Source: an optimization exercise on an open RTL-to-GDS flow (aim: small area, a short achievable clock period and few clock cycles). Production flows keep margins and buffers that such runs may drop.
At most, simulation tests tie the RTL to the original design; equivalence was not proved.
No functional check of the RTL was part of runs 5 and 6.
Power is estimated from default activity; no workload was simulated.

===== flow/design.v =====
package axiPkg;
  typedef logic [31:0] addr_t;
  typedef logic [31:0] data_t;
  typedef logic [3:0]  strb_t;
  typedef logic [7:0]  id_t;
  typedef logic [7:0]  len_t;
  typedef logic [2:0]  prot_t;
  localparam int unsigned BeatBytes = 4;
  localparam int unsigned AddrReqBits = 32 + 8 + 8 + 2 + 3;
  localparam int unsigned WBeatBits   = 32 + 4;
  localparam int unsigned RBeatBits   = 32 + 2 + 8 + 1;
  localparam int unsigned BRspBits    = 2 + 8;
  typedef enum logic [1:0] {
    FIXED = 2'd0,
    INCR  = 2'd1
  } burst_e;
  typedef enum logic [1:0] {
    OKAY   = 2'd0,
    SLVERR = 2'd2,
    DECERR = 2'd3
  } resp_e;
  typedef struct packed {
    addr_t  addr;
    id_t    id;
    len_t   len;
    burst_e burst;
    prot_t  prot;
  } addrReq_t;
  typedef struct packed {
    data_t data;
    strb_t strb;
  } wBeat_t;
  typedef struct packed {
    data_t data;
    resp_e resp;
    id_t   id;
    logic  last;
  } rBeat_t;
  typedef struct packed {
    resp_e resp;
    id_t   id;
  } bRsp_t;
endpackage
package apbPkg;
  typedef enum logic [1:0] {
    IDLE   = 2'd0,
    SETUP  = 2'd1,
    ACCESS = 2'd2
  } apbState_e;
  typedef struct packed {
    logic [31:0]   paddr;
    logic [31:0]   pwdata;
    logic [3:0]    pstrb;
    logic [2:0]    pprot;
    logic          pwrite;
  } apbReq_t;
endpackage
module syncFifo #(
  parameter int unsigned Width = 8,
  parameter int unsigned Depth = 4
) (
  input  logic             pclk,
  input  logic             preset_n,
  input  logic [Width-1:0] inData,
  input  logic             inValid,
  output logic             inReady,
  output logic [Width-1:0] outData,
  output logic             outValid,
  input  logic             outReady
);
  localparam int unsigned PtrBits = (Depth > 1) ? $clog2(Depth) : 1;
  localparam int unsigned CntBits = $clog2(Depth + 1);
  logic [Width-1:0]   mem [Depth];
  logic [PtrBits-1:0] wrPtr;
  logic [PtrBits-1:0] rdPtr;
  logic [CntBits-1:0] count;
  logic               push;
  logic               pop;
  assign inReady  = (count != CntBits'(Depth));
  assign outValid = (count != '0);
  assign outData  = mem[rdPtr];
  assign push     = inValid & inReady;
  assign pop      = outValid & outReady;
  always_ff @(posedge pclk) begin
    if (push) begin
      mem[wrPtr] <= inData;
    end
  end
  always_ff @(posedge pclk or negedge preset_n) begin
    if (!preset_n) begin
      wrPtr <= '0;
      rdPtr <= '0;
      count <= '0;
    end else begin
      if (push) begin
        wrPtr <= (wrPtr == PtrBits'(Depth - 1)) ? '0 : wrPtr + 1'b1;
      end
      if (pop) begin
        rdPtr <= (rdPtr == PtrBits'(Depth - 1)) ? '0 : rdPtr + 1'b1;
      end
      case ({push, pop})
        2'b10:   count <= count + 1'b1;
        2'b01:   count <= count - 1'b1;
        default: count <= count;
      endcase
    end
  end
endmodule
module readPath #(
  parameter int unsigned FifoDepth = 4
) (
  input  logic             pclk,
  input  logic             preset_n,
  input  axiPkg::addrReq_t arReq,
  input  logic             arValid,
  output logic             arReady,
  output axiPkg::rBeat_t   rBeat,
  output logic             rValid,
  input  logic             rReady,
  output axiPkg::addrReq_t rdCmd,
  output logic             rdCmdValid,
  input  logic             rdCmdReady,
  input  axiPkg::rBeat_t   rdBeat,
  input  logic             rdBeatValid,
  output logic             rdBeatReady
);
  syncFifo #(
    .Width(axiPkg::AddrReqBits),
    .Depth(FifoDepth)
  ) arFifo_i (
    .pclk    (pclk),
    .preset_n(preset_n),
    .inData  (arReq),
    .inValid (arValid),
    .inReady (arReady),
    .outData (rdCmd),
    .outValid(rdCmdValid),
    .outReady(rdCmdReady)
  );
  syncFifo #(
    .Width(axiPkg::RBeatBits),
    .Depth(FifoDepth)
  ) rFifo_i (
    .pclk    (pclk),
    .preset_n(preset_n),
    .inData  (rdBeat),
    .inValid (rdBeatValid),
    .inReady (rdBeatReady),
    .outData (rBeat),
    .outValid(rValid),
    .outReady(rReady)
  );
endmodule
module writePath #(
  parameter int unsigned FifoDepth = 4
) (
  input  logic             pclk,
  input  logic             preset_n,
  input  axiPkg::addrReq_t awReq,
  input  logic             awValid,
  output logic             awReady,
  input  axiPkg::wBeat_t   wBeat,
  input  logic             wValid,
  output logic             wReady,
  output axiPkg::bRsp_t    bRsp,
  output logic             bValid,
  input  logic             bReady,
  output axiPkg::addrReq_t wrCmd,
  output logic             wrCmdValid,
  input  logic             wrCmdReady,
  output axiPkg::wBeat_t   wrData,
  output logic             wrDataValid,
  input  logic             wrDataReady,
  input  axiPkg::bRsp_t    wrRsp,
  input  logic             wrRspValid,
  output logic             wrRspReady
);
  syncFifo #(
    .Width(axiPkg::AddrReqBits),
    .Depth(FifoDepth)
  ) awFifo_i (
    .pclk    (pclk),
    .preset_n(preset_n),
    .inData  (awReq),
    .inValid (awValid),
    .inReady (awReady),
    .outData (wrCmd),
    .outValid(wrCmdValid),
    .outReady(wrCmdReady)
  );
  syncFifo #(
    .Width(axiPkg::WBeatBits),
    .Depth(FifoDepth)
  ) wFifo_i (
    .pclk    (pclk),
    .preset_n(preset_n),
    .inData  (wBeat),
    .inValid (wValid),
    .inReady (wReady),
    .outData (wrData),
    .outValid(wrDataValid),
    .outReady(wrDataReady)
  );
  syncFifo #(
    .Width(axiPkg::BRspBits),
    .Depth(FifoDepth)
  ) bFifo_i (
    .pclk    (pclk),
    .preset_n(preset_n),
    .inData  (wrRsp),
    .inValid (wrRspValid),
    .inReady (wrRspReady),
    .outData (bRsp),
    .outValid(bValid),
    .outReady(bReady)
  );
endmodule
module apbSequencer #(
  parameter int unsigned NumSlaves = 4,
  parameter int unsigned WinBits   = 12
) (
  input  logic                           pclk,
  input  logic                           preset_n,
  input  axiPkg::addrReq_t               rdCmd,
  input  logic                           rdCmdValid,
  output logic                           rdCmdReady,
  output axiPkg::rBeat_t                 rdBeat,
  output logic                           rdBeatValid,
  input  logic                           rdBeatReady,
  input  axiPkg::addrReq_t               wrCmd,
  input  logic                           wrCmdValid,
  output logic                           wrCmdReady,
  input  axiPkg::wBeat_t                 wrData,
  input  logic                           wrDataValid,
  output logic                           wrDataReady,
  output axiPkg::bRsp_t                  wrRsp,
  output logic                           wrRspValid,
  input  logic                           wrRspReady,
  output apbPkg::apbReq_t                apbReq,
  output logic [NumSlaves-1:0]           psel,
  output logic                           penable,
  input  logic [NumSlaves-1:0]           pready,
  input  logic [NumSlaves-1:0][31:0]   prdata,
  input  logic [NumSlaves-1:0]           pslverr
);
  localparam int unsigned AddrBits = 32;
  localparam int unsigned IdxBits  = AddrBits - WinBits;
  apbPkg::apbState_e    state;
  logic                 active;
  logic                 isWrite;
  logic                 lastWrite;
  logic                 pickWrite;
  axiPkg::addr_t        curAddr;
  axiPkg::len_t         beatCnt;
  axiPkg::resp_e        wrErr;
  axiPkg::addrReq_t     cmd;
  axiPkg::addrReq_t     newCmd;
  logic [IdxBits-1:0]   winIdx;
  logic [NumSlaves-1:0] slvHit;
  logic                 decErr;
  logic                 readySel;
  logic                 errSel;
  axiPkg::data_t        rdataSel;
  axiPkg::resp_e        beatResp;
  axiPkg::resp_e        burstResp;
  logic                 beatGo;
  logic                 beatDone;
  logic                 lastBeat;
  assign pickWrite = wrCmdValid & (~rdCmdValid | ~lastWrite);
  assign newCmd    = pickWrite ? wrCmd : rdCmd;
  assign cmd       = isWrite ? wrCmd : rdCmd;
  assign winIdx = curAddr[AddrBits-1:WinBits];
  always_comb begin
    for (int k = 0; k < NumSlaves; k++) begin
      slvHit[k] = (winIdx == IdxBits'(k));
    end
  end
  assign decErr   = ~|slvHit;
  assign readySel = |(pready & slvHit);
  assign errSel   = |(pslverr & slvHit);
  always_comb begin
    rdataSel = '0;
    for (int k = 0; k < NumSlaves; k++) begin
      if (slvHit[k]) begin
        rdataSel = prdata[k];
      end
    end
  end
  always_comb begin
    if (decErr) begin
      beatResp = axiPkg::DECERR;
    end else if (errSel) begin
      beatResp = axiPkg::SLVERR;
    end else begin
      beatResp = axiPkg::OKAY;
    end
  end
  assign burstResp = (beatResp > wrErr) ? beatResp : wrErr;
  assign lastBeat = (beatCnt == cmd.len);
  assign beatGo   = isWrite ? (wrDataValid & (wrRspReady | (beatCnt != '0))) : rdBeatReady;
  assign beatDone = (state == apbPkg::ACCESS) & (decErr | readySel);
  always_ff @(posedge pclk or negedge preset_n) begin
    if (!preset_n) begin
      state     <= apbPkg::IDLE;
      active    <= 1'b0;
      isWrite   <= 1'b0;
      lastWrite <= 1'b1;
      curAddr   <= '0;
      beatCnt   <= '0;
      wrErr     <= axiPkg::OKAY;
    end else begin
      case (state)
        apbPkg::IDLE: begin
          if (!active) begin
            if (rdCmdValid | wrCmdValid) begin
              active    <= 1'b1;
              isWrite   <= pickWrite;
              lastWrite <= pickWrite;
              curAddr   <= newCmd.addr;
              beatCnt   <= '0;
              wrErr     <= axiPkg::OKAY;
            end
          end else if (beatGo) begin
            state <= apbPkg::SETUP;
          end
        end
        apbPkg::SETUP: begin
          state <= apbPkg::ACCESS;
        end
        apbPkg::ACCESS: begin
          if (beatDone) begin
            state <= apbPkg::IDLE;
            wrErr <= burstResp;
            if (lastBeat) begin
              active <= 1'b0;
            end else begin
              beatCnt <= beatCnt + 1'b1;
              if (cmd.burst != axiPkg::FIXED) begin
                curAddr <= curAddr + axiPkg::addr_t'(axiPkg::BeatBytes);
              end
            end
          end
        end
        default: begin
          state <= apbPkg::IDLE;
        end
      endcase
    end
  end
  assign psel    = (state == apbPkg::IDLE) ? '0 : slvHit;
  assign penable = (state == apbPkg::ACCESS);
  always_comb begin
    apbReq.paddr  = curAddr;
    apbReq.pwdata = isWrite ? wrData.data : '0;
    apbReq.pstrb  = isWrite ? wrData.strb : '0;
    apbReq.pprot  = cmd.prot;
    apbReq.pwrite = isWrite;
  end
  assign rdBeatValid = beatDone & ~isWrite;
  assign rdCmdReady  = beatDone & ~isWrite & lastBeat;
  assign wrDataReady = beatDone & isWrite;
  assign wrCmdReady  = beatDone & isWrite & lastBeat;
  assign wrRspValid  = beatDone & isWrite & lastBeat;
  always_comb begin
    rdBeat.data = rdataSel;
    rdBeat.resp = beatResp;
    rdBeat.id   = rdCmd.id;
    rdBeat.last = lastBeat;
    wrRsp.resp  = burstResp;
    wrRsp.id    = wrCmd.id;
  end
endmodule
module axiApbBridge #(
  parameter int unsigned NumSlaves = 4,
  parameter int unsigned WinBits   = 12,
  parameter int unsigned FifoDepth = 4
) (
  input  logic                           pclk,
  input  logic                           preset_n,
  input  axiPkg::addrReq_t               arReq,
  input  logic                           arValid,
  output logic                           arReady,
  input  axiPkg::addrReq_t               awReq,
  input  logic                           awValid,
  output logic                           awReady,
  input  axiPkg::wBeat_t                 wBeat,
  input  logic                           wValid,
  output logic                           wReady,
  output axiPkg::rBeat_t                 rBeat,
  output logic                           rValid,
  input  logic                           rReady,
  output axiPkg::bRsp_t                  bRsp,
  output logic                           bValid,
  input  logic                           bReady,
  output apbPkg::apbReq_t                apbReq,
  output logic [NumSlaves-1:0]           psel,
  output logic                           penable,
  input  logic [NumSlaves-1:0]           pready,
  input  logic [NumSlaves-1:0][31:0]   prdata,
  input  logic [NumSlaves-1:0]           pslverr
);
  axiPkg::addrReq_t rdCmd;
  logic             rdCmdValid;
  logic             rdCmdReady;
  axiPkg::rBeat_t   rdBeat;
  logic             rdBeatValid;
  logic             rdBeatReady;
  axiPkg::addrReq_t wrCmd;
  logic             wrCmdValid;
  logic             wrCmdReady;
  axiPkg::wBeat_t   wrData;
  logic             wrDataValid;
  logic             wrDataReady;
  axiPkg::bRsp_t    wrRsp;
  logic             wrRspValid;
  logic             wrRspReady;
  readPath #(.FifoDepth(FifoDepth)) readPath_i (
    .pclk, .preset_n,
    .arReq, .arValid, .arReady,
    .rBeat, .rValid, .rReady,
    .rdCmd, .rdCmdValid, .rdCmdReady,
    .rdBeat, .rdBeatValid, .rdBeatReady
  );
  writePath #(.FifoDepth(FifoDepth)) writePath_i (
    .pclk, .preset_n,
    .awReq, .awValid, .awReady,
    .wBeat, .wValid, .wReady,
    .bRsp, .bValid, .bReady,
    .wrCmd, .wrCmdValid, .wrCmdReady,
    .wrData, .wrDataValid, .wrDataReady,
    .wrRsp, .wrRspValid, .wrRspReady
  );
  apbSequencer #(
    .NumSlaves(NumSlaves),
    .WinBits  (WinBits)
  ) apbSequencer_i (
    .pclk, .preset_n,
    .rdCmd, .rdCmdValid, .rdCmdReady,
    .rdBeat, .rdBeatValid, .rdBeatReady,
    .wrCmd, .wrCmdValid, .wrCmdReady,
    .wrData, .wrDataValid, .wrDataReady,
    .wrRsp, .wrRspValid, .wrRspReady,
    .apbReq, .psel, .penable,
    .pready, .prdata, .pslverr
  );
endmodule
module axiApbBridgeTop (
  input  logic         pclk,
  input  logic         preset_n,
  input  logic [31:0]  ar_addr,
  input  logic [7:0]   ar_id,
  input  logic [7:0]   ar_len,
  input  logic [1:0]   ar_burst,
  input  logic [2:0]   ar_prot,
  input  logic         ar_valid,
  output logic         ar_ready,
  input  logic [31:0]  aw_addr,
  input  logic [7:0]   aw_id,
  input  logic [7:0]   aw_len,
  input  logic [1:0]   aw_burst,
  input  logic [2:0]   aw_prot,
  input  logic         aw_valid,
  output logic         aw_ready,
  input  logic [31:0]  w_data,
  input  logic [3:0]   w_strb,
  input  logic         w_valid,
  output logic         w_ready,
  output logic [31:0]  r_data,
  output logic [1:0]   r_resp,
  output logic [7:0]   r_id,
  output logic         r_last,
  output logic         r_valid,
  input  logic         r_ready,
  output logic [1:0]   b_resp,
  output logic [7:0]   b_id,
  output logic         b_valid,
  input  logic         b_ready,
  output logic [31:0]  paddr,
  output logic [31:0]  pwdata,
  output logic [3:0]   pstrb,
  output logic [2:0]   pprot,
  output logic         pwrite,
  output logic [3:0]   psel,
  output logic         penable,
  input  logic [3:0]   pready,
  input  logic [127:0] prdata,
  input  logic [3:0]   pslverr
);
  logic        act;        
  logic        wr;         
  logic        acc;        
  logic [11:2] curAddr;    
  logic [3:0]  oh;         
  logic        upZero;     
  logic        upOnes;     
  logic [7:0]  left;       
  logic        last;       
  logic [1:0]  wrErr;      
  logic        rv;         
  logic        rl;
  logic [31:0] rd;
  logic [1:0]  rr;
  logic        bv;
  logic        fA;         
  logic        fW;         
  logic        fR;         
  logic        fWA;        
  logic        fDW;        
  logic [3:0]  hit;
  logic        dec;
  logic        fixed;
  logic        done;
  logic        decDone;
  logic        fin;
  logic        setup;
  logic [1:0]  beatResp;
  logic        rdAvail;
  logic        wrAvail;
  logic        free;
  logic        start;
  logic        pickW;
  logic [31:0] rdSel;
  logic [3:0]  sWA;
  logic        actN;
  logic        wrN;
  logic        accN;
  logic        rvN;
  logic        decN;
  assign hit = oh & {4{upZero}};
  assign dec = ~upZero;
  assign done    = acc & |(pready & oh);
  assign decDone = act & dec & (wr ? w_valid : ~rv);
  assign fin     = done | decDone;
  assign setup   = act & ~acc & ~dec & (wr ? w_valid : (~rv | r_ready));
  assign beatResp = dec ? 2'd3 : (|(pslverr & hit) ? 2'd2 : 2'd0);
  assign rdAvail = ar_valid & ~(act & ~wr) & ~(rv & rl);
  assign wrAvail = aw_valid & ~(act & wr) & ~bv;
  assign free    = ~act | (fin & last);
  assign start   = free & (rdAvail | wrAvail);
  assign pickW   = wrAvail & (~rdAvail | ~wr);
  assign fixed   = wr ? (aw_burst == 2'd0) : (ar_burst == 2'd0);
  always_comb begin
    rdSel = '0;
    for (int k = 0; k < 4; k++) begin
      rdSel = rdSel | (prdata[32*k +: 32] & {32{hit[k] & ~rv}});
    end
  end
  assign upOnes = wr ? (&aw_addr[31:14]) : (&ar_addr[31:14]);
  always_comb begin
    actN = start | (act & ~(fin & last));
    wrN  = start ? pickW : wr;
    accN = acc ? ~done : setup;
    rvN  = (fin & ~wr) | (rv & ~r_ready);
    if (start) begin
      decN = pickW ? (aw_addr[31:14] != '0) : (ar_addr[31:14] != '0);
    end else if (fin && !fixed && oh[3] && (&curAddr[11:2])) begin
      decN = ~upOnes;
    end else begin
      decN = dec;
    end
  end
  always_ff @(posedge pclk or negedge preset_n) begin
    if (!preset_n) begin
      act <= 1'b0;
      wr     <= 1'b0;
      acc <= 1'b0;
      rv  <= 1'b0;
      bv  <= 1'b0;
      fA  <= 1'b0;
      fW  <= 1'b0;
      fR  <= 1'b0;
      fWA <= 1'b0;
      fDW <= 1'b0;
    end else begin
      act <= actN;
      wr  <= wrN;
      acc <= accN;
      rv  <= rvN;
      if (fin & wr & last) begin
        bv <= 1'b1;
      end else if (b_ready) begin
        bv <= 1'b0;
      end
      fA  <= accN | (actN & ~decN & ~wrN & ~rvN);
      fW  <= actN & ~accN & ~decN & wrN;
      fR  <= actN & ~accN & ~decN & ~wrN & rvN;
      fWA <= accN & wrN;
      fDW <= actN & decN & wrN;
    end
  end
  always_ff @(posedge pclk) begin
    if (start) begin
      curAddr <= pickW ? aw_addr[11:2] : ar_addr[11:2];
      for (int k = 0; k < 4; k++) begin
        oh[k] <= pickW ? (aw_addr[13:12] == 2'(k)) : (ar_addr[13:12] == 2'(k));
      end
      upZero  <= pickW ? (aw_addr[31:14] == '0) : (ar_addr[31:14] == '0);
      left    <= pickW ? aw_len : ar_len;
      last    <= pickW ? (aw_len == '0) : (ar_len == '0);
    end else if (fin) begin
      left <= left - 8'd1;
      last <= (left == 8'd1);
      if (!fixed) begin
        curAddr <= curAddr + 10'd1;
        if (&curAddr) begin
          oh <= {oh[2:0], oh[3]};
          if (oh[3]) begin
            upZero <= upOnes;
          end
        end
      end
    end
    if (start & pickW) begin
      wrErr <= 2'd0;
    end else if (fin & wr) begin
      wrErr <= wrErr | beatResp;
    end
    rd <= rdSel | (rd & {32{rv}});
    if (!rv) begin
      rr <= beatResp;
      rl <= last;
    end
  end
  pselGate pselGate_i (
    .oh    (oh),
    .fA    (fA),
    .fW    (fW),
    .fR    (fR),
    .wValid(w_valid),
    .rReady(r_ready),
    .psel  (psel)
  );
  assign penable = acc;
  assign paddr   = {18'd0, oh[3] | oh[2], oh[3] | oh[1], curAddr, wr ? aw_addr[1:0] : ar_addr[1:0]};
  assign pwrite  = wr;
  assign pprot   = wr ? aw_prot : ar_prot;
  assign pwdata  = w_data;
  assign pstrb   = w_strb & {4{wr}};
  assign sWA     = oh & {4{fWA}};
  wReadyGate wReadyGate_i (
    .pready(pready),
    .sWA   (sWA),
    .dW    (fDW),
    .wReady(w_ready)
  );
  assign r_valid  = rv;
  assign r_data   = rd;
  assign r_resp   = rr;
  assign r_last   = rl;
  assign r_id     = ar_id;
  assign ar_ready = rv & rl & r_ready;
  assign b_valid  = bv;
  assign b_resp   = wrErr;
  assign b_id     = aw_id;
  assign aw_ready = bv & b_ready;
endmodule
module pselGate (
  input  logic [3:0] oh,       
  input  logic       fA,       
  input  logic       fW,       
  input  logic       fR,       
  input  logic       wValid,
  input  logic       rReady,
  output logic [3:0] psel
);
  assign psel = oh & {4{fA | (fW & wValid) | (fR & rReady)}};
endmodule
module wReadyGate (
  input  logic [3:0] pready,
  input  logic [3:0] sWA,      
  input  logic       dW,       
  output logic       wReady
);
  assign wReady = |(pready & sWA) | dW;
endmodule

===== flow/flow/run.sh =====
#!/bin/bash
# Standard layout; port buffers of the smallest plain buffer; smaller clock tree.
export BUFFER_PORTS_ARGS="-buffer_cell sky130_fd_sc_hd__buf_1"
export CTS_ARGS="-sink_clustering_enable -repair_clock_nets -dont_use_dummy_load -buf_list sky130_fd_sc_hd__clkbuf_8 -sink_clustering_size 40 -sink_clustering_max_diameter 150"
bash standard.sh > standard.log 2>&1

===== flow/standard.sh =====
#!/bin/bash
# synth_recipe.tcl (not shown) runs the flow's synth.tcl, then flattens the netlist and writes it again
# the make line also repeats each setting of config.mk as NAME=value (left out here)
make -C /OpenROAD-flow-scripts/flow DESIGN_CONFIG=/design/flow/config.mk WORK_HOME=/design/flow/orfs CLKGATE_MAP_FILE= SYNTH_SCRIPT=/design/flow/synth_recipe.tcl "${@:-finish}"

===== flow/constraint.sdc =====
create_clock -name core_clock -period 5.0 [get_ports {pclk}]
set_input_delay 1.0000 -clock core_clock [delete_from_list [all_inputs] [get_ports {pclk}]]
set_output_delay 1.0000 -clock core_clock [all_outputs]
set_load 0.01 [all_outputs]

===== flow/config.mk =====
export PLATFORM = sky130hd
export DESIGN_NAME = axiApbBridgeTop
export DESIGN_NICKNAME = axiApbBridgeTop
export VERILOG_FILES = /design/flow/design.v
export SDC_FILE = /design/flow/constraint.sdc
export NUM_CORES = 4
export LEC_CHECK = 0
export CAP_MARGIN = 20
export CORE_AREA = 2.5 2.5 142.5 142.5
export DIE_AREA = 0 0 145 145
export PLACE_DENSITY = 0.6
export SETUP_SLACK_MARGIN = 2.6
export SLEW_MARGIN = 20
export SYNTH_HIERARCHICAL = 1
export SYNTH_MINIMUM_KEEP_SIZE = 0

==> flow_metrics.py, run 1 <==
metrics = {
    "run_status": {
        "outcome": "finished clean",
    },
    "routing": {
        "drt-initial-drc-count": 345,
        "wl_per_cell_um": 17.14,
        "via_per_inst": 4.718,
        "vias": 4959,
        "route.final.wire_length_mm": 18.02,
        "drc": 0,
        "drtAntennaViolNets": 0,
        "dr.pass1.iters": 6,
    },
    "setup_path": {
        "path_cells": "buf_6, a222oi_1, nand2_1, buf_6",
        "r2r_cells": 7,
        "required_ps": 4000,
        "cp.depth": 4,
        "crit_start": "pready[0]",
        "timing.rr.end": "fR",
        "critPathArrivalTime_ps": 1680,
        "cp-start-kind": "primary input",
        "worst-path-buf-inv": 2,
        "r2r_start": "wr",
        "cp_slowest_stage_delay_ps": 310,
        "crit_end": "w_ready",
        "crit_family": "compound AO/OA/AOI/OAI gates",
        "slowest_stage": "a222oi_1",
        "critical_path_class": "in2out",
        "path_max_fanout": 2,
        "cpMostUsedCell": "buf_6",
        "cp-end-kind": "primary output",
        "r2r_slack_ps": 2580,
    },
    "yosys": {
        "synth.distinct_cells": 53,
        "synth.most_common_cell": "buf_4",
        "synth_area_leaders": "edfxtp_1 (17%), dfxtp_1 (15%), buf_4 (11%)",
        "synth_common_cells": "buf_4 (68), nand2_1 (63), a22oi_1 (44)",
        "async_reset_ff_frac": 0.1408,
        "yosys_warnings": 7,
        "synth_top_flop_cell": "dfxtp_1",
        "syn_avg_cell_area_sq_um": 8.941,
        "post-synth-top-area-cell": "edfxtp_1",
        "ys_ff_latch": 71,
        "synth-edff-count": 27,
        "synth_seq_area_share": 0.3746,
        "synth_top_area_frac": 0.1744,
        "syn-cell-area_sq_um": 4649,
        "synthCells": 520,
    },
    "die": {
        "fp.dieH_um": 145,
        "start_util": 0.2405,
        "io_pins": 420,
        "die_area_sq_um": 21030,
        "core_area_sq_um": 19330,
        "die_w_um": 145,
        "row_count": 51,
    },
    "cells_and_area": {
        "syn2layout_area_growth_pct": 34.74,
        "diodes": 0,
        "nets": 1076,
        "fillers": 2148,
        "utilization": 0.3240,
        "drive_gt1_frac": 0.1234,
        "layoutNonFillerInstCount": 1051,
    },
    "clock_network": {
        "root_buffer": "clkbuf_8",
        "cts_max_level": 3,
        "max-clock-path-buffers": 2,
        "ctsHoldBuffers": 0,
        "clock_latency_ps": 370,
        "cts_made_buffers": 9,
        "cts_tree": "yes",
        "clock-sinks": 71,
        "clk_pin_slew_ps": 50,
    },
    "placed_design": {
        "gp_congestion": 0.8476,
        "io_buffers": 305,
        "dp_hpwl_mm": 13.65,
        "dpl.cell_count": 1015,
    },
    "flow_run": {
        "cap_violations": 0,
    },
    "sta": {
        "fin_tns_setup_ps": 0,
        "post-route-min-period_ps": 2681,
        "fin_skew_ps": 34.23,
        "drv_slew": 0,
        "clock.fmax_mhz": 372.9,
        "setup_viol": 0,
        "hold_viol": 0,
        "max_slew_margin": 0.5765,
        "post-route-period-util": 0.5363,
        "rsz0062_at_grt": "yes",
        "tightest_slew_ps": 628.6,
    },
    "worst_hold_path": {
        "worstHoldPathType": "reg2reg",
        "hold_path_depth": 2,
    },
    "global_route": {
        "grt_pass1_vias": 4608,
        "overflow": 0,
        "grt_usage": 0.1589,
        "antenna_found_initial": 2,
        "grt_first_pass_wirelength_mm": 26.25,
        "grt_start_max_net_pins": 39,
    },
    "pwr": {
        "power.density_nw_per_um2": 571.2,
        "finalPower_mw": 3.578,
        "p_leak_nw": 2.293,
        "peakVddDrop_mv": 0.2434,
    },
}
layout make-up:
type	count	area (sq um)	area share
inverters	9	33.78	0.005392
repair buffers	335	1521	0.2429
flip-flops and latches	71	1745	0.2786
clock buffers	9	123.9	0.01977
multi-input cells	362	2509	0.4004
well taps	265	331.6	0.05293
state kept, by name (all words and copies together) (netlist names), 2 cells and up:
signal   cells
curAddr     10
left         8
oh           4
rd          32
rr           2
wrErr        2
cells by family (layout without fill, tap and decap cells):
kind of cell,Yosys count,count (layout),share of synthesized area
and+or+nand+nor,182,184,0.1983
AOI/OAI and AO/OA,120,120,0.1973
buffers and inverters,106,353,0.1437
DFF,71,71,0.3746
muxes,23,23,0.05086
xor gates and xnor gates,14,14,0.02637
adders and majority gates,3,3,0.008074
other,1,18,0.0008065
Yosys stat by module (local to each module, per instance):
module | cells inside | flip-flops and latches | area, sq um
pselGate | 5 | 0 | 40.04
axiApbBridgeTop | 512 | 71 | 4591
wReadyGate | 3 | 0 | 18.77
per-layer routing:
| metal | global-route usage | up-vias | part of all wire |
|---|---|---|---|
| met2 | 0.2509 | 253 | 0.47 |
| met4 | 0.03981 | 0 | 0.011 |
| met3 | 0.04623 | 24 | 0.086 |
| li1 | - | 2387 | - |
| met1 | 0.2139 | 2295 | 0.43 |
| met5 | 0 | - | 0 |
timing repair:
item	in CTS	in global routing
pin swaps	6	9
endpoints found under the setup margin	68	56
gates cloned	0	3
resized for setup	36	33
setup buffers	15	9
worst min-delay path by stage:
| stage | startpoint | end |
|---|---|---|
| 3_5_place_dp | rd[7] | rd[7] |
| 6_report | rd[11] | rd[11] |
| 2_1_floorplan | last | rl |
| 4_1_cts | rd[7] | rd[7] |
| 5_1_grt | rd[31] | rd[31] |
| 3_3_place_gp | rd[15] | rd[15] |
power breakdown:
part / internal, mW / leakage [nW] / switching (mW)
registers: 0.986 / 0.671 / 0.241
clock network: 0.161 / 0.0647 / 0.202
logic: 0.834 / 1.56 / 1.15
tightest hold or removal path: cells and delay by family (launching register included):
family          cells  cell delay, ps
flops               1             320
compound gates      1              80
simple gates        1              60
metrics by stage:
stage	setup WS (ps)	instance area (sq um)	hold WS, ps
floorplan	2516	4758	475.4
global placement	1622	5635	472.4
finish	2319	6265	492.0
global route	2280	6265	524.0
detailed placement	1613	5635	480.4
CTS	2319	6007	498.6
layout by cell type, fill, tap and decap left out, types with 18 or more instances in the layout:
| cell | synthesis | final |
|---|---|---|
| a222oi_1 | 23 | 23 |
| a22oi_1 | 44 | 44 |
| buf_1 | 0 | 288 |
| buf_4 | 68 | 22 |
| conb_1 | 1 | 18 |
| dfxtp_1 | 34 | 34 |
| edfxtp_1 | 27 | 27 |
| nand2_1 | 63 | 61 |
| nand3_1 | 20 | 19 |
| nor2_1 | 21 | 20 |
Testbench counts, summed over its fixed seeds: cycles 10,238.
==> inputs of run 2 (changes only) <==
--- a/flow/config.mk
+++ b/flow/config.mk
@@ -11,3 +11,3 @@
 export PLACE_DENSITY = 0.6
-export SETUP_SLACK_MARGIN = 2.6
+export SETUP_SLACK_MARGIN = 2.4
 export SLEW_MARGIN = 20
==> run 2 against run 1 <==
- sequential power is essentially flat
- area after synthesis is the same
- sequential share of layout area is 1.9 points higher
- final cell count down 1.4%
- sequential cell count stayed put
- critical endpoint is now psel[1]
- wire length is 0.41% higher
- global-route usage grew 0.61 points
==> flow_metrics.py, run 2 <==
metrics = {
    "clock_network": {
        "clk_pin_slew_ps": 50,
        "clock-sinks": 71,
        "root_buffer": "clkbuf_8",
        "cts_tree": "yes",
        "ctsHoldBuffers": 0,
        "clock_latency_ps": 360,
        "max-clock-path-buffers": 2,
        "cts_max_level": 3,
        "cts_made_buffers": 9,
    },
    "flow_run": {
        "cap_violations": 0,
    },
    "die": {
        "die_area_sq_um": 21030,
        "start_util": 0.2405,
        "row_count": 51,
        "core_area_sq_um": 19330,
        "io_pins": 420,
        "fp.dieH_um": 145,
        "die_w_um": 145,
    },
    "routing": {
        "drt-initial-drc-count": 330,
        "met2_length_mm": 8.130,
        "met3_wirelength_mm": 1.798,
        "via_per_inst": 4.748,
        "drtAntennaViolNets": 0,
        "drc": 0,
        "dr.pass1.iters": 8,
        "wl_per_cell_um": 17.46,
        "met1_length_mm": 7.651,
        "vias": 4919,
        "highest_layer": "met5",
        "route.final.wire_length_mm": 18.09,
    },
    "setup_path": {
        "critPathArrivalTime_ps": 1650,
        "critical_path_class": "in2out",
        "crit_family": "compound AO/OA/AOI/OAI gates",
        "path_cells": "buf_8, a221oi_4, nor2b_1, buf_2",
        "cp_slowest_stage_delay_ps": 330,
        "slowest_stage": "a221oi_4",
        "required_ps": 4000,
        "cp-end-kind": "primary output",
        "cp-start-kind": "primary input",
        "r2r_start": "oh[0]",
        "crit_start": "w_valid",
        "worst-path-buf-inv": 2,
        "path_max_fanout": 4,
    },
    "yosys": {
        "async_reset_ff_frac": 0.1408,
        "synthMuxAreaShare": 0.05086,
        "synth.distinct_cells": 53,
        "synth_top_family_by_area": "simple AND/OR/NAND/NOR gates",
        "syn-cell-area_sq_um": 4649,
        "synthAdderAreaFrac": 0.008073,
        "synthCells": 520,
        "synth.most_common_cell": "buf_4",
        "post-synth-top-area-cell": "edfxtp_1",
        "yosys.area_share.simple": 0.1983,
        "yosys_warnings": 7,
        "synth_common_cells": "buf_4 (68), nand2_1 (63), a22oi_1 (44)",
        "synth_top_area_frac": 0.1744,
        "synth_top_flop_cell": "dfxtp_1",
        "synth_xor_xnor_area_share": 0.02637,
        "synth_area_leaders": "edfxtp_1 (17%), dfxtp_1 (15%), buf_4 (11%)",
        "synth-edff-count": 27,
        "synth_compound_area_frac": 0.1973,
        "synth_seq_area_share": 0.3746,
        "syn_avg_cell_area_sq_um": 8.941,
        "ys_ff_latch": 71,
    },
    "placed_design": {
        "dpl.cell_count": 1016,
        "io_buffers": 305,
        "gp_congestion": 0.9258,
        "dp_hpwl_mm": 14.10,
    },
    "sta": {
        "fin_tns_setup_ps": 0,
        "max_slew_margin": 0.5667,
        "hold_viol": 0,
        "post-route-period-util": 0.5307,
        "rsz0062_at_grt": "yes",
        "post-route-min-period_ps": 2654,
        "fin_skew_ps": 27.30,
        "setup_viol": 0,
        "clock.fmax_mhz": 376.8,
        "tightest_slew_ps": 650.0,
        "drv_slew": 0,
    },
    "cells_and_area": {
        "reg_top3": "rd x32, curAddr x10, left x8",
        "top_register": "rd",
        "drive_gt1_frac": 0.07273,
        "nets": 1060,
        "fillers": 2158,
        "final_common_cell": "buf_1",
        "largest_reg_flops": 32,
        "syn2layout_area_growth_pct": 26.10,
        "area.sequential_sq_um": 1745,
        "layoutNonFillerInstCount": 1036,
        "multi_input_area_sq_um": 2347,
        "layout_common_cells": "buf_1 (298), nand2_1 (62), a22oi_1 (44)",
    },
    "pwr": {
        "p_leak_nw": 2.112,
        "finalPower_mw": 3.321,
        "peakVddDrop_mv": 0.2223,
        "power.density_nw_per_um2": 566.4,
    },
    "global_route": {
        "grt_usage": 0.1650,
        "antenna_found_initial": 3,
        "grt_first_pass_wirelength_mm": 26.94,
        "overflow": 0,
        "grt_start_max_net_pins": 36,
        "grt_pass1_vias": 4699,
    },
    "worst_hold_path": {
        "hp-start": "rd[11]",
        "worstHoldPathType": "reg2reg",
    },
    "run_status": {
        "outcome": "finished clean",
    },
}
==> run 2: per-stage QoR <==
| step | utilization | hold slack (ps) | cell area [sq um] | worst slack [ps] |
|---|---|---|---|---|
| after global routing | 0.3032 | 504.9 | 5863 | 2295 |
| after CTS | 0.3007 | 495.6 | 5814 | 2322 |
| after global placement | 0.2904 | 472.9 | 5615 | 1473 |
| final | 0.3032 | 486.7 | 5863 | 2346 |
| after floorplan | - | 475.4 | 4721 | 2385 |
| after detailed placement | 0.2904 | 480.8 | 5615 | 1397 |
==> run 2: cell type report <==
type,instances,share of cell area
multi-input combinational,361,0.4003
sequential,71,0.2977
timing repair buffer,320,0.2181
tap,265,0.05655
clock buffer,9,0.02113
inverter,9,0.005762
antenna,1,0.0004268
==> run 2: path summary, 6_finish.rpt <==
path,end,slack (ps),cells past startpoint
setup / recovery,psel[1],2350,4
hold / removal,rd[11],490,2
setup reg to reg,fR,2540,7
hold reg to reg,rd[11],490,2
max in group asynchronous,wr,3930,1
min in group asynchronous,fDW,610,1
==> run 2: per-module statistics from Yosys (local to each module, per instance) <==
module           cells  area (sq um)  copies in the design  flops+latches
axiApbBridgeTop    512          4591                     1             71
wReadyGate           3         18.77                     1              0
pselGate             5         40.04                     1              0
==> run 2: worst min-delay path, delay by kind of cell, from the launching register on <==
| family | cells | cell delay [ps] |
|---|---|---|
| flip-flops | 1 | 320 |
| AND/OR/NAND/NOR | 1 | 60 |
| AO/OA/AOI/OAI | 1 | 80 |
==> run 2: cell families (layout without fill, tap and decap cells) <==
kind of cell	after synthesis	after routing
buffers and inverters	106	338
multiplexers	23	23
AO/OA/AOI/OAI	120	120
flip-flops	71	71
AND/OR/NAND/NOR	182	183
other	1	19
adder cells (fa/ha/maj)	3	3
XOR/XNOR	14	14
==> run 2: metal layers <==
layer	vias to the layer above	GRT usage
met5	-	0
met3	33	0.05786
li1	2359	-
met1	2236	0.2180
met4	2	0.06553
met2	289	0.2464
==> run 2: where the power goes <==
part	switching, mW	internal (mW)	leakage (nW)	total (mW)
sequential	0.274	0.986	0.671	1.26
clock	0.199	0.161	0.0647	0.360
combinational	1.04	0.662	1.38	1.70
total	1.51	1.81	2.11	3.32
==> run 2: repair_timing <==
action | in CTS | in global routing
gates cloned | 0 | 1
resized for setup | 13 | 5
pin swaps | 3 | 1
buffers inserted | 5 | 4
setup endpoints to repair | 62 | 18
==> inputs of run 3 (changes only) <==
--- a/flow/config.mk
+++ b/flow/config.mk
@@ -15 +15,2 @@
 export SYNTH_MINIMUM_KEEP_SIZE = 0
+export TNS_END_PERCENT = 10
==> run 3 against run 2 <==
- global-route usage fell by 0.75 points
- core utilization fell by 0.26 points
- combinational power fell by 3%
- clock skew rose by 9.9 ps
- critical path depth did not move
- wire length fell by 5.6%
- clock power fell by 2%
- count of clock-buffer cells in the layout did not move
- largest power group unchanged
==> flow_metrics.py, run 3 <==
metrics = {
    "run_status": {
        "outcome": "finished clean",
    },
    "sta": {
        "setup_viol": 0,
        "drv_slew": 0,
        "tightest_slew_ps": 636.3,
        "fin_skew_ps": 37.23,
        "max_slew_margin": 0.5758,
        "hold_ws_ps": 491.8,
        "hold_viol": 0,
        "post-route-min-period_ps": 2710,
        "fin_tns_setup_ps": 0,
        "rsz0062_at_grt": "yes",
        "clock.fmax_mhz": 369.0,
        "post-route-period-util": 0.5420,
    },
    "clock_network": {
        "max-clock-path-buffers": 2,
        "root_buffer": "clkbuf_8",
        "clock-sinks": 71,
        "cts_max_level": 3,
        "cts_tree": "yes",
        "clock_latency_ps": 370,
        "cts_made_buffers": 9,
        "clk_pin_slew_ps": 80,
    },
    "setup_path": {
        "cp-start-kind": "primary input",
        "critical_path_class": "in2out",
        "r2r_start": "rv",
        "timing.rr.end": "fR",
        "path_max_fanout": 4,
        "r2r_slack_ps": 2460,
        "cp-end-kind": "primary output",
        "required_ps": 4000,
        "r2r_cells": 8,
        "critPathArrivalTime_ps": 1710,
    },
    "die": {
        "core_area_sq_um": 19330,
        "die_area_sq_um": 21030,
        "start_util": 0.2405,
        "die_w_um": 145,
        "row_count": 51,
        "io_pins": 420,
        "fp.dieH_um": 145,
    },
    "routing": {
        "drtAntennaViolNets": 0,
        "route.final.wire_length_mm": 17.09,
        "drt-initial-drc-count": 340,
        "via_per_inst": 4.727,
        "wl_per_cell_um": 16.62,
        "vias": 4859,
        "dr.pass1.iters": 5,
        "drc": 0,
    },
    "yosys": {
        "synth.most_common_cell": "buf_4",
        "synthCells": 520,
        "yosys_warnings": 7,
        "syn-cell-area_sq_um": 4649,
        "synth_top_flop_cell": "dfxtp_1",
        "syn_avg_cell_area_sq_um": 8.941,
        "ys_ff_latch": 71,
        "post-synth-top-area-cell": "edfxtp_1",
        "synth_top_area_frac": 0.1744,
        "synth_area_leaders": "edfxtp_1 (17%), dfxtp_1 (15%), buf_4 (11%)",
        "synth-edff-count": 27,
        "async_reset_ff_frac": 0.1408,
        "synth_seq_area_share": 0.3746,
        "synth.distinct_cells": 53,
        "synth_common_cells": "buf_4 (68), nand2_1 (63), a22oi_1 (44)",
    },
    "cells_and_area": {
        "final_common_cell": "buf_1",
        "nets": 1053,
        "top_register": "rd",
        "syn2layout_area_growth_pct": 25.03,
        "drive_gt1_frac": 0.06291,
        "diodes": 0,
        "layout_common_cells": "buf_1 (301), nand2_1 (62), a22oi_1 (44)",
        "reg_top3": "rd x32, curAddr x10, left x8",
        "largest_reg_flops": 32,
    },
    "worst_hold_path": {
        "hold_path_depth": 2,
        "hp-start": "rd[7]",
        "min_to": "rd[7]",
        "worstHoldPathType": "reg2reg",
    },
    "global_route": {
        "grt_first_pass_wirelength_mm": 26.06,
        "grt_start_max_net_pins": 37,
        "grt_usage": 0.1576,
        "overflow": 0,
        "antenna_found_initial": 1,
        "grt_pass1_vias": 4649,
    },
    "placed_design": {
        "dp_hpwl_mm": 13.69,
        "io_buffers": 305,
        "gp_congestion": 0.8773,
    },
    "pwr": {
        "power.density_nw_per_um2": 561.1,
        "peakVddDrop_mv": 0.2324,
        "p_leak_nw": 2.071,
    },
    "flow_run": {
        "cap_violations": 0,
    },
}
run 3: cell count changes in the layout (fill, tap and decap cells not counted), moves of 2 or more:
| cell | previous run | this run |
|---|---|---|
| clkbuf_2 | 3 | 1 |
| buf_4 | 16 | 7 |
| buf_6 | 0 | 3 |
| buf_1 | 298 | 301 |
run 3: power breakdown:
part	switching [mW]	leakage [nW]	internal (mW)	total (mW)
registers	0.275	0.671	0.986	1.26
clock network	0.192	0.0647	0.160	0.352
logic	1.01	1.34	0.636	1.65
run 3: stage by stage:
stage | utilization | std cells | setup slack [ps] | area (sq um) | power, mW
6_report | 0.3007 | 1028 | 2290 | 5813 | 3.262
5_1_grt | 0.3007 | 1028 | 2263 | 5813 | 3.528
4_1_cts | 0.2994 | 1028 | 2295 | 5789 | 3.292
3_5_place_dp | 0.2903 | 1016 | 1852 | 5613 | 2.892
3_3_place_gp | 0.2903 | 1016 | 1854 | 5613 | 2.880
2_1_floorplan | - | 537 | 2369 | 4718 | 2.327
run 3: cell type report:
type | count | area, sq um
fillers | 2134 | 13520
multi-input cells | 360 | 2337
flip-flops and latches | 71 | 1745
repair buffers | 314 | 1241
well taps | 265 | 331.6
clock buffers | 9 | 123.9
inverters | 9 | 33.78
run 3: kinds of logic (layout without fill, tap and decap cells):
| group | after synthesis | count (layout) | share of synthesized area |
|---|---|---|---|
| AO/OA/AOI/OAI | 120 | 120 | 0.1973 |
| XOR/XNOR | 14 | 14 | 0.02637 |
| adder cells (fa/ha/maj) | 3 | 3 | 0.008074 |
| buffers and inverters | 106 | 332 | 0.1437 |
| flip-flops | 71 | 71 | 0.3746 |
| multiplexers | 23 | 23 | 0.05086 |
| other | 1 | 18 | 0.0008065 |
| AND/OR/NAND/NOR | 182 | 182 | 0.1983 |
run 3: critical path, cell delays in order:
cell	delay, ps
buf_8	100
a221oi_4	360
nor2b_2	100
buf_2	150
run 3: per-layer routing:
metal  GRT usage  vias to the layer above  wire length (um)
met5           0                        -                 0
met4     0.05000                        0               264
met3     0.04560                       26              1496
met2      0.2483                      275              7817
met1      0.2083                     2215              7506
li1            -                     2343                 -
run 3: Yosys stat by module (local to each module, per instance):
module	cells inside	cell area, sq um	times used	flops+latches
axiApbBridgeTop	512	4591	1	71
pselGate	5	40.04	1	0
wReadyGate	3	18.77	1	0
run 3: repair_timing:
action                                  in CTS  in global routing
hold buffers                                 0                  0
pin swaps                                    1                  1
gates resized for setup                     10                  9
endpoints found under the setup margin      40                 33
setup buffers                                3                  0
run 3: how the worst max path moves through the flow:
stage / end / cells after the start / slack (ps) / startpoint
after global routing: psel[0] / 4 / 2260 / w_valid
after CTS: psel[0] / 4 / 2300 / w_valid
after floorplan: curAddr[10] / 6 / 2370 / ar_valid
after detailed placement: curAddr[8] / 6 / 1850 / pready[2]
after global placement: curAddr[7] / 6 / 1850 / pready[2]
final: psel[0] / 4 / 2290 / w_valid
==> inputs of run 4 (changes only) <==
--- a/flow/config.mk
+++ b/flow/config.mk
@@ -10,3 +10,3 @@
 export DIE_AREA = 0 0 145 145
-export PLACE_DENSITY = 0.6
+export PLACE_DENSITY = 0.8
 export SETUP_SLACK_MARGIN = 2.4
@@ -15,2 +15 @@
 export SYNTH_MINIMUM_KEEP_SIZE = 0
-export TNS_END_PERCENT = 10
==> run 4 against run 3 <==
- sequential share of layout area fell by 0.82 points
- critical path depth did not move
- global-route usage rose by 0.78 points
==> flow_metrics.py, run 4 <==
metrics = {
    "setup_path": {
        "cp-start-kind": "primary input",
        "slowest_stage": "a221oi_4",
        "path_cells": "buf_6, a221oi_4, nor2b_1, buf_2",
        "critPathArrivalTime_ps": 1730,
        "path_max_fanout": 4,
        "cp-end-kind": "primary output",
        "required_ps": 4000,
        "cp_slowest_stage_delay_ps": 390,
        "critical_path_class": "in2out",
    },
    "yosys": {
        "synth_area_leaders": "edfxtp_1 (17%), dfxtp_1 (15%), buf_4 (11%)",
        "synth_top_area_frac": 0.1744,
        "synthAdderAreaFrac": 0.008073,
        "synthCells": 520,
        "synth_top_flop_cell": "dfxtp_1",
        "synth-edff-count": 27,
        "synth.most_common_cell": "buf_4",
        "synth_seq_area_share": 0.3746,
        "synth_compound_area_frac": 0.1973,
        "yosys_warnings": 7,
        "synth_top_family_by_area": "simple AND/OR/NAND/NOR gates",
        "yosys.area_share.simple": 0.1983,
        "synth_xor_xnor_area_share": 0.02637,
        "ys_ff_latch": 71,
        "syn-cell-area_sq_um": 4649,
        "synth_common_cells": "buf_4 (68), nand2_1 (63), a22oi_1 (44)",
        "async_reset_ff_frac": 0.1408,
        "synthMuxAreaShare": 0.05086,
        "syn_avg_cell_area_sq_um": 8.941,
        "post-synth-top-area-cell": "edfxtp_1",
        "synth.distinct_cells": 53,
    },
    "clock_network": {
        "clock_latency_ps": 360,
        "max-clock-path-buffers": 2,
        "clock-sinks": 71,
        "cts_max_level": 3,
        "ctsHoldBuffers": 0,
        "root_buffer": "clkbuf_8",
        "cts_tree": "yes",
        "cts_made_buffers": 9,
        "clk_pin_slew_ps": 60,
    },
    "global_route": {
        "use_met2": 0.2517,
        "antenna_found_initial": 3,
        "grt_pass1_vias": 4600,
        "overflow": 0,
        "use_met1": 0.2145,
        "grt_start_max_net_pins": 36,
        "use_met3": 0.06635,
        "busiest_layer": "met2",
        "grt_usage": 0.1653,
        "grt_first_pass_wirelength_mm": 26.80,
    },
    "cells_and_area": {
        "fin_area_sq_um": 5976,
        "fillers": 2058,
        "top_register": "rd",
        "nets": 1066,
        "drive_gt1_frac": 0.08247,
        "syn2layout_area_growth_pct": 28.53,
        "layoutNonFillerInstCount": 1043,
        "layout_common_cells": "buf_1 (298), nand2_1 (62), a22oi_1 (44)",
        "largest_reg_flops": 32,
        "reg_top3": "rd x32, curAddr x10, left x8",
        "final_common_cell": "buf_1",
    },
    "routing": {
        "drt-initial-drc-count": 414,
        "drc": 0,
        "drtAntennaViolNets": 0,
        "wl_per_cell_um": 18.00,
        "via_per_inst": 4.922,
        "dr.pass1.iters": 6,
        "vias": 5134,
        "route.final.wire_length_mm": 18.78,
    },
    "run_status": {
        "outcome": "finished clean",
    },
    "sta": {
        "clock.fmax_mhz": 365.7,
        "setup_viol": 0,
        "max_slew_margin": 0.4167,
        "hold_ws_ps": 492.1,
        "fin_skew_ps": 28.87,
        "tightest_slew_ps": 873.3,
        "rsz0062_at_grt": "yes",
        "hold_viol": 0,
        "drv_slew": 0,
        "post-route-min-period_ps": 2735,
        "fin_tns_setup_ps": 0,
        "post-route-period-util": 0.5469,
    },
    "flow_run": {
        "cap_violations": 0,
    },
    "pwr": {
        "p_int_mw": 1.860,
        "p_sw_mw": 1.591,
        "swShare": 0.4611,
        "power.density_nw_per_um2": 577.5,
        "p_leak_nw": 2.162,
        "finalPower_mw": 3.451,
        "pwr-share-comb": 0.531,
        "p_seq_frac": 0.362,
        "power_frac_clock": 0.107,
        "peakVddDrop_mv": 0.2480,
    },
    "placed_design": {
        "placed_cell_area_sq_um": 5623,
        "io_buffers": 305,
        "dp_hpwl_mm": 13.86,
        "dpl.cell_count": 1017,
        "gp_congestion": 0.8511,
    },
    "die": {
        "die_w_um": 145,
        "start_util": 0.2405,
        "row_count": 51,
        "core_area_sq_um": 19330,
        "io_pins": 420,
        "die_area_sq_um": 21030,
        "fp.dieH_um": 145,
    },
    "worst_hold_path": {
        "worstHoldPathType": "reg2reg",
    },
}
[run 4: cell type report]
type | instances | area (sq um) | share of cell area
Sequential cell | 71 | 1745 | 0.2921
Tap cell | 265 | 331.6 | 0.05549
Inverter | 9 | 33.78 | 0.005653
Antenna cell | 2 | 5.005 | 0.0008375
Clock buffer | 9 | 123.9 | 0.02073
Multi-Input combinational cell | 362 | 2387 | 0.3995
Timing Repair Buffer | 325 | 1349 | 0.2257
[run 4: cells by family (layout without fill, tap and decap cells)]
family,after synthesis,in the layout
xor gates and xnor gates,14,14
and+or+nand+nor,182,183
DFF,71,71
muxes,23,23
other,1,20
buffers and inverters,106,343
AOI/OAI and AO/OA,120,121
adders and majority gates,3,3
[run 4: final timing paths]
path	end	depth (start not counted)	slack, ps	startpoint
min	rd[7]	2	490	rd[7]
max in group asynchronous	wr	1	3990	preset_n
min reg2reg	rd[7]	2	490	rd[7]
max	psel[1]	4	2270	w_valid
max reg2reg	upZero	7	2490	oh[2]
min in group asynchronous	fWA	1	590	preset_n
[run 4: metal layers]
| metal | part of all wire | vias to the layer above |
|---|---|---|
| li1 | - | 2376 |
| met1 | 0.42 | 2382 |
| met2 | 0.45 | 351 |
| met3 | 0.11 | 25 |
| met4 | 0.021 | 0 |
| met5 | 0 | - |
[run 4: repair_timing]
action                     4_1_cts  5_1_grt
gates cloned                     1        1
pin swaps                        2        3
setup endpoints to repair       64       34
buffers inserted                 7        6
gates resized for setup         11       16
[run 4: through the flow]
| step | worst slack (ps) | utilization |
|---|---|---|
| after floorplan | 2385 | - |
| after global placement | 1503 | 0.2908 |
| after detailed placement | 1492 | 0.2908 |
| after CTS | 2291 | 0.3027 |
| after global routing | 2263 | 0.3089 |
| final | 2265 | 0.3091 |
[run 4: power by group through the flow]
stage / Clock [mW] / Combinational (mW) / Sequential (mW)
after floorplan: 0 / 1.06 / 1.27
after global placement: 0 / 1.58 / 1.26
after detailed placement: 0 / 1.62 / 1.27
after CTS: 0.391 / 1.71 / 1.26
after global routing: 0.413 / 2.01 / 1.29
final: 0.369 / 1.83 / 1.25
[run 4: worst max-delay path: cells and delay by family]
family,cells,cell delay (ps)
AOI/OAI and AO/OA,1,390
and+or+nand+nor,1,90
buffers and inverters,2,250
[run 4: per-module statistics from Yosys (local to each module, per instance)]
| module | cells inside | flip-flops and latches | cell area (sq um) |
|---|---|---|---|
| pselGate | 5 | 0 | 40.04 |
| wReadyGate | 3 | 0 | 18.77 |
| axiApbBridgeTop | 512 | 71 | 4591 |
==> inputs of run 5 (changes only) <==
--- a/flow/design.v
+++ b/flow/design.v
@@ -523,2 +523,5 @@
   logic [3:0]  sWA;
+  logic [3:0]  sA;
+  logic [3:0]  sW;
+  logic [3:0]  sR;
   logic        actN;
@@ -564,3 +567,3 @@
       act <= 1'b0;
-      wr     <= 1'b0;
+      wr  <= 1'b1;
       acc <= 1'b0;
@@ -623,7 +626,9 @@
   end
+  assign sA = oh & {4{fA}};
+  assign sW = oh & {4{fW}};
+  assign sR = oh & {4{fR}};
   pselGate pselGate_i (
-    .oh    (oh),
-    .fA    (fA),
-    .fW    (fW),
-    .fR    (fR),
+    .sA    (sA),
+    .sW    (sW),
+    .sR    (sR),
     .wValid(w_valid),
@@ -657,6 +662,5 @@
 module pselGate (
-  input  logic [3:0] oh,       
-  input  logic       fA,       
-  input  logic       fW,       
-  input  logic       fR,       
+  input  logic [3:0] sA,       
+  input  logic [3:0] sW,       
+  input  logic [3:0] sR,       
   input  logic       wValid,
@@ -665,3 +669,3 @@
 );
-  assign psel = oh & {4{fA | (fW & wValid) | (fR & rReady)}};
+  assign psel = sA | (sW & {4{wValid}}) | (sR & {4{rReady}});
 endmodule
--- a/flow/config.mk
+++ b/flow/config.mk
@@ -10,3 +10,3 @@
 export DIE_AREA = 0 0 145 145
-export PLACE_DENSITY = 0.8
+export PLACE_DENSITY = 0.6
 export SETUP_SLACK_MARGIN = 2.4
==> run 5 against run 4 <==
- critical path depth stayed put
- register-to-register slack better by 90 ps
- worst hold slack better by 2.9 ps
- wire length is 3.2% lower
- first-iteration DRC count is 5.6% higher
- maximum frequency is 0.41% lower
- still clean
- sequential power hardly changed
- area after synthesis is 3.1% higher
- combinational power is 2% lower
- clock skew is 12 ps lower
==> flow_metrics.py, run 5 <==
metrics = {
    "global_route": {
        "grt_start_max_net_pins": 35,
        "grt_pass1_vias": 5145,
        "grt_usage": 0.1672,
        "overflow": 0,
        "antenna_found_initial": 0,
        "grt_first_pass_wirelength_mm": 27.74,
    },
    "cells_and_area": {
        "syn2layout_area_growth_pct": 27.62,
        "largest_reg_flops": 32,
        "nets": 1114,
        "reg_top3": "rd x32, curAddr x10, left x8",
        "final_common_cell": "buf_1",
        "drive_gt1_frac": 0.08374,
        "diodes": 0,
        "top_register": "rd",
        "layout_common_cells": "buf_1 (296), nand2_1 (97), a22oi_1 (49)",
        "fillers": 2143,
    },
    "setup_path": {
        "timing.rr.end": "fR",
        "required_ps": 4000,
        "r2r_cells": 8,
        "r2r_start": "wr",
        "critical_path_class": "in2out",
        "cp_slowest_stage_delay_ps": 340,
        "crit_family": "compound AO/OA/AOI/OAI gates",
        "cp-start-kind": "primary input",
        "worst-path-buf-inv": 2,
        "slowest_stage": "a222oi_1",
        "cp-end-kind": "primary output",
        "r2r_slack_ps": 2580,
        "path_max_fanout": 2,
        "path_cells": "buf_6, a222oi_1, nand2_1, buf_2",
        "critPathArrivalTime_ps": 1750,
    },
    "worst_hold_path": {
        "hp-start": "rd[21]",
        "min_to": "rd[21]",
        "worstHoldPathType": "reg2reg",
        "hold_path_depth": 2,
    },
    "pwr": {
        "power.density_nw_per_um2": 554.1,
        "power_frac_clock": 0.110,
        "p_sw_mw": 1.528,
        "pwr-share-comb": 0.529,
        "p_seq_frac": 0.362,
        "swShare": 0.4508,
        "p_leak_nw": 2.280,
        "p_int_mw": 1.861,
        "finalPower_mw": 3.389,
        "peakVddDrop_mv": 0.1780,
    },
    "placed_design": {
        "dp_hpwl_mm": 14.15,
        "io_buffers": 305,
        "pre_cts_slack_ps": 1609,
        "gp_congestion": 0.8592,
    },
    "clock_network": {
        "clk_pin_slew_ps": 60,
        "ctsHoldBuffers": 0,
        "max-clock-path-buffers": 2,
        "clock_latency_ps": 360,
        "clock-sinks": 71,
        "cts_max_level": 3,
        "root_buffer": "clkbuf_8",
        "cts_tree": "yes",
        "cts_made_buffers": 9,
    },
    "sta": {
        "setup_viol": 0,
        "post-route-min-period_ps": 2746,
        "fin_tns_setup_ps": 0,
        "max_slew_margin": 0.5413,
        "post-route-period-util": 0.5492,
        "worst_slack_ps": 2254,
        "drv_slew": 0,
        "hold_viol": 0,
        "clock.fmax_mhz": 364.2,
        "tightest_slew_ps": 686.5,
        "rsz0062_at_grt": "yes",
        "fin_skew_ps": 16.85,
    },
    "yosys": {
        "synth.most_common_cell": "nand2_1",
        "synth.distinct_cells": 56,
        "synthCells": 571,
        "ys_ff_latch": 71,
        "yosys_warnings": 7,
        "synth_seq_area_share": 0.3636,
        "synth-edff-count": 27,
        "synth_common_cells": "nand2_1 (99), buf_4 (66), a22oi_1 (49)",
        "synthMuxAreaShare": 0.02036,
        "post-synth-top-area-cell": "edfxtp_1",
        "synth_top_family_by_area": "simple AND/OR/NAND/NOR gates",
        "synth_area_leaders": "edfxtp_1 (17%), dfxtp_1 (14%), buf_4 (10%)",
        "synth_top_flop_cell": "dfxtp_1",
        "async_reset_ff_frac": 0.1408,
        "synth_top_area_frac": 0.1691,
        "synth_xor_xnor_area_share": 0.02558,
        "yosys.area_share.simple": 0.2344,
        "synth_compound_area_frac": 0.2067,
        "syn_avg_cell_area_sq_um": 8.395,
        "synthAdderAreaFrac": 0.007831,
        "syn-cell-area_sq_um": 4793,
    },
    "die": {
        "io_pins": 420,
        "fp.dieH_um": 145,
        "core_area_sq_um": 19330,
        "row_count": 51,
        "die_area_sq_um": 21030,
        "die_w_um": 145,
        "start_util": 0.2479,
    },
    "routing": {
        "via_per_inst": 4.899,
        "drt-initial-drc-count": 437,
        "route.final.wire_length_mm": 18.18,
        "drc": 0,
        "drtAntennaViolNets": 0,
        "dr.pass1.iters": 8,
        "wl_per_cell_um": 16.69,
        "vias": 5335,
    },
    "run_status": {
        "outcome": "finished clean",
    },
    "flow_run": {
        "cap_violations": 0,
    },
}
-- run 5: cell count changes in the layout (fill, tap and decap cells not counted), moves of 6 or more --
cell / before / now
nand2_1: 62 / 97
a31oi_1: 4 / 19
mux2i_1: 18 / 3
nor2_1: 21 / 31
a21oi_1: 18 / 10
and2_1: 12 / 20
nor2b_1: 8 / 1
nand3_1: 19 / 25
o21ai_0: 11 / 5
-- run 5: what timing repair did --
action,in CTS,in global routing
endpoints found under the setup margin,60,29
gates cloned,0,0
buffers inserted,14,2
resized for setup,24,10
pin swaps,5,5
-- run 5: per-stage QoR --
step	hold WS, ps	cell area (sq um)	cells	utilization
after floorplan	504.1	4863	588	-
after global placement	473.1	5761	1064	0.2979
after detailed placement	478.9	5761	1064	0.2979
after CTS	498.1	6057	1087	0.3133
after global routing	512.6	6117	1089	0.3164
final	495.1	6117	1089	0.3164
-- run 5: layout make-up --
type / count / area, sq um / share of cell area
Multi-Input combinational cell: 406 / 2485 / 0.4062
Sequential cell: 71 / 1747 / 0.2855
Timing Repair Buffer: 328 / 1393 / 0.2277
Tap cell: 265 / 331.6 / 0.05420
Clock buffer: 9 / 123.9 / 0.02025
Inverter: 10 / 37.54 / 0.006136
-- run 5: modules after synthesis, one instance, submodules excluded --
module	area, sq um	flip-flops and latches	times used	cells
axiApbBridgeTop	4735	71	1	564
pselGate	40.04	0	1	4
wReadyGate	18.77	0	1	3
-- run 5: kinds of logic (layout without fill, tap and decap cells) --
kind of cell / Yosys count / count (layout)
other cells: 1 / 18
fa+ha+maj: 3 / 3
xor+xnor: 14 / 14
compound gates: 127 / 127
mux: 9 / 9
simple gates: 235 / 235
buf+inv: 111 / 347
flops: 71 / 71
-- run 5: routing by layer --
| layer | wire, um | share of wire | vias to the layer above | global-route usage |
|---|---|---|---|---|
| met5 | 0 | 0 | - | 0 |
| met4 | 386 | 0.021 | 0 | 0.06117 |
| met3 | 1256 | 0.069 | 31 | 0.03553 |
| met2 | 9188 | 0.51 | 251 | 0.2953 |
| met1 | 7346 | 0.40 | 2531 | 0.1996 |
| li1 | - | - | 2522 | - |
-- run 5: power groups by stage --
stage	Combinational, mW	Clock [mW]	Sequential (mW)
2_1_floorplan	1.11	0	1.25
6_report	1.79	0.371	1.23
5_1_grt	1.99	0.414	1.27
3_3_place_gp	1.63	0	1.26
4_1_cts	1.77	0.392	1.22
3_5_place_dp	1.65	0	1.26
-- run 5: tightest hold or removal path, stage by stage, from the launching register on --
cell     delay (ps)
dfxtp_1         330
a22oi_1          80
nand2_1          60
-- run 5: worst max path at each step --
stage,from,endpoint,slack (ps),cells past startpoint
after floorplan,ar_valid,oh[0],2460,6
after global placement,ar_valid,curAddr[2],1700,8
after detailed placement,ar_valid,curAddr[2],1610,8
after CTS,pready[0],w_ready,2240,4
after global routing,pready[0],w_ready,2230,4
final,pready[0],w_ready,2250,4
==> inputs of run 6 (changes only) <==
--- a/flow/config.mk
+++ b/flow/config.mk
@@ -11,3 +11,3 @@
 export PLACE_DENSITY = 0.6
-export SETUP_SLACK_MARGIN = 2.4
+export SETUP_SLACK_MARGIN = 2.2
 export SLEW_MARGIN = 20
==> run 6 against run 5 <==
- worst setup slack better by 18 ps
- sequential share of layout area up 0.87 points
- maximum frequency up 0.66%
- clock skew about the same
- via count down 3.2%
- first-iteration DRC count down 49%
- synthesized cell count unchanged
- non-clock buffer count down 11
- critical endpoint unchanged
- largest power group unchanged
==> flow_metrics.py, run 6 <==
metrics = {
    "setup_path": {
        "cp_slowest_stage_delay_ps": 350,
        "worst-path-buf-inv": 2,
        "cp-start-kind": "primary input",
        "critPathArrivalTime_ps": 1730,
        "path_max_fanout": 2,
        "path_cells": "buf_1, a222oi_1, nand2_1, buf_1",
        "cpMostUsedCell": "buf_1",
        "required_ps": 4000,
        "critical_path_class": "in2out",
        "cp-end-kind": "primary output",
        "crit_family": "compound AO/OA/AOI/OAI gates",
        "slowest_stage": "a222oi_1",
    },
    "pwr": {
        "p_int_mw": 1.791,
        "swShare": 0.4534,
        "p_sw_mw": 1.486,
        "peakVddDrop_mv": 0.1243,
        "p_seq_frac": 0.384,
        "power.density_nw_per_um2": 551.6,
        "power_frac_clock": 0.112,
        "pwr-share-comb": 0.504,
        "p_leak_nw": 2.172,
    },
    "yosys": {
        "synth_xor_xnor_area_share": 0.02558,
        "synth_compound_area_frac": 0.2067,
        "synth.most_common_cell": "nand2_1",
        "syn-cell-area_sq_um": 4793,
        "synth_area_leaders": "edfxtp_1 (17%), dfxtp_1 (14%), buf_4 (10%)",
        "post-synth-top-area-cell": "edfxtp_1",
        "synth.distinct_cells": 56,
        "yosys_warnings": 7,
        "synth_top_family_by_area": "simple AND/OR/NAND/NOR gates",
        "synth_seq_area_share": 0.3636,
        "synthAdderAreaFrac": 0.007831,
        "ys_ff_latch": 71,
        "async_reset_ff_frac": 0.1408,
        "synth_top_flop_cell": "dfxtp_1",
        "synthCells": 571,
        "syn_avg_cell_area_sq_um": 8.395,
        "yosys.area_share.simple": 0.2344,
        "synth-edff-count": 27,
        "synthMuxAreaShare": 0.02036,
        "synth_top_area_frac": 0.1691,
        "synth_common_cells": "nand2_1 (99), buf_4 (66), a22oi_1 (49)",
    },
    "cells_and_area": {
        "largest_reg_flops": 32,
        "area.sequential_sq_um": 1748,
        "multi_input_area_sq_um": 2461,
        "syn2layout_area_growth_pct": 23.94,
        "nets": 1103,
        "fillers": 2183,
        "fin_area_sq_um": 5941,
        "top_register": "rd",
        "drive_gt1_frac": 0.06027,
        "utilization": 0.3073,
        "final_common_cell": "buf_1",
        "layout_common_cells": "buf_1 (304), nand2_1 (97), a22oi_1 (49)",
        "reg_top3": "rd x32, curAddr x10, left x8",
    },
    "global_route": {
        "grt_pass1_vias": 5067,
        "grt_usage": 0.1633,
        "use_met1": 0.1914,
        "overflow": 0,
        "use_met3": 0.04025,
        "antenna_found_initial": 1,
        "grt_start_max_net_pins": 44,
        "grt_first_pass_wirelength_mm": 27.38,
        "busiest_layer": "met2",
        "use_met2": 0.2832,
    },
    "die": {
        "io_pins": 420,
        "die_area_sq_um": 21030,
        "start_util": 0.2479,
        "row_count": 51,
        "die_w_um": 145,
        "fp.dieH_um": 145,
        "core_area_sq_um": 19330,
    },
    "placed_design": {
        "io_buffers": 305,
        "dp_hpwl_mm": 14.34,
        "pre_cts_slack_ps": 1896,
        "gp_congestion": 0.8288,
        "placed_cell_area_sq_um": 5741,
    },
    "routing": {
        "drc": 0,
        "via_per_inst": 4.784,
        "route.final.wire_length_mm": 17.87,
        "vias": 5162,
        "drtAntennaViolNets": 0,
        "drt-initial-drc-count": 222,
        "dr.pass1.iters": 7,
        "wl_per_cell_um": 16.56,
    },
    "sta": {
        "fin_skew_ps": 17.10,
        "max_slew_margin": 0.5577,
        "setup_viol": 0,
        "fin_tns_setup_ps": 0,
        "drv_slew": 0,
        "post-route-period-util": 0.5456,
        "clock.fmax_mhz": 366.6,
        "rsz0062_at_grt": "no",
        "hold_ws_ps": 488.8,
        "hold_viol": 0,
        "post-route-min-period_ps": 2728,
        "worst_slack_ps": 2272,
        "tightest_slew_ps": 661.9,
    },
    "clock_network": {
        "ctsHoldBuffers": 0,
        "cts_max_level": 3,
        "cts_made_buffers": 9,
        "clock-sinks": 71,
        "root_buffer": "clkbuf_8",
        "cts_tree": "yes",
        "max-clock-path-buffers": 2,
        "clk_pin_slew_ps": 70,
        "clock_latency_ps": 360,
    },
    "worst_hold_path": {
        "worstHoldPathType": "reg2reg",
    },
    "run_status": {
        "outcome": "finished clean",
    },
    "flow_run": {
        "cap_violations": 0,
    },
}
## run 6: cell counts after synthesis
Identical to the previous run, type by type.
## run 6: power groups by stage
stage	Combinational [mW]	Clock, mW	Sequential, mW
2_1_floorplan	1.10	0	1.25
3_3_place_gp	1.61	0	1.27
3_5_place_dp	1.62	0	1.28
4_1_cts	1.64	0.387	1.27
5_1_grt	1.85	0.411	1.30
6_report	1.65	0.368	1.26
## run 6: what timing repair did
item / CTS / global route
endpoints found under the hold margin: 0 / 0
gates resized for setup: 2 / 4
setup endpoints to repair: 26 / 22
buffers inserted: 1 / 6
## run 6: logic make-up (layout without fill, tap and decap cells)
family | count (synthesis) | count (layout)
other | 1 | 19
flip-flops | 71 | 71
multiplexers | 9 | 9
AND/OR/NAND/NOR | 235 | 235
XOR/XNOR | 14 | 14
adder cells (fa/ha/maj) | 3 | 3
AO/OA/AOI/OAI | 127 | 127
buffers and inverters | 111 | 336
## run 6: layout make-up
cell class / count / area share
clock buffers: 9 / 0.02085
flip-flops and latches: 71 / 0.2942
well taps: 265 / 0.05581
inverters: 10 / 0.006318
repair buffers: 317 / 0.2081
multi-input cells: 406 / 0.4143
diodes: 1 / 0.0004212
## run 6: path summary, 6_finish.rpt
check | slack, ps | from | cells past startpoint | end
worst max-delay path | 2270 | pready[0] | 4 | w_ready
worst min-delay path | 490 | rd[21] | 2 | rd[21]
worst max register to register | 2490 | rv | 6 | fR
worst min register to register | 490 | rd[21] | 2 | rd[21]
max in group asynchronous | 3920 | preset_n | 1 | rv
min in group asynchronous | 640 | preset_n | 1 | fWA
## run 6: layer usage
| layer | up-vias | wire, um |
|---|---|---|
| met5 | - | 0 |
| met3 | 47 | 1174 |
| met2 | 212 | 8837 |
| met1 | 2407 | 7265 |
| met4 | 0 | 593 |
| li1 | 2496 | - |
## run 6: per-module statistics from Yosys (local to each module, per instance)
| module | cells | flip-flops and latches | cell area (sq um) | times used |
|---|---|---|---|---|
| axiApbBridgeTop | 564 | 71 | 4735 | 1 |
| pselGate | 4 | 0 | 40.04 | 1 |
| wReadyGate | 3 | 0 | 18.77 | 1 |
## run 6: per-stage QoR
stage / cells / total power [mW]
2_1_floorplan: 588 / 2.350
3_3_place_gp: 1062 / 2.878
3_5_place_dp: 1062 / 2.908
4_1_cts: 1072 / 3.295
5_1_grt: 1079 / 3.563
6_report: 1079 / 3.277
## run 6: worst reg2reg max path, cell delays in order, from the launching register on
cell      delay, ps
dfrtp_2         550
a21boi_1        430
mux2_2          240
o22ai_1         110
or2_2           470
or3_1           420
a211oi_2        210
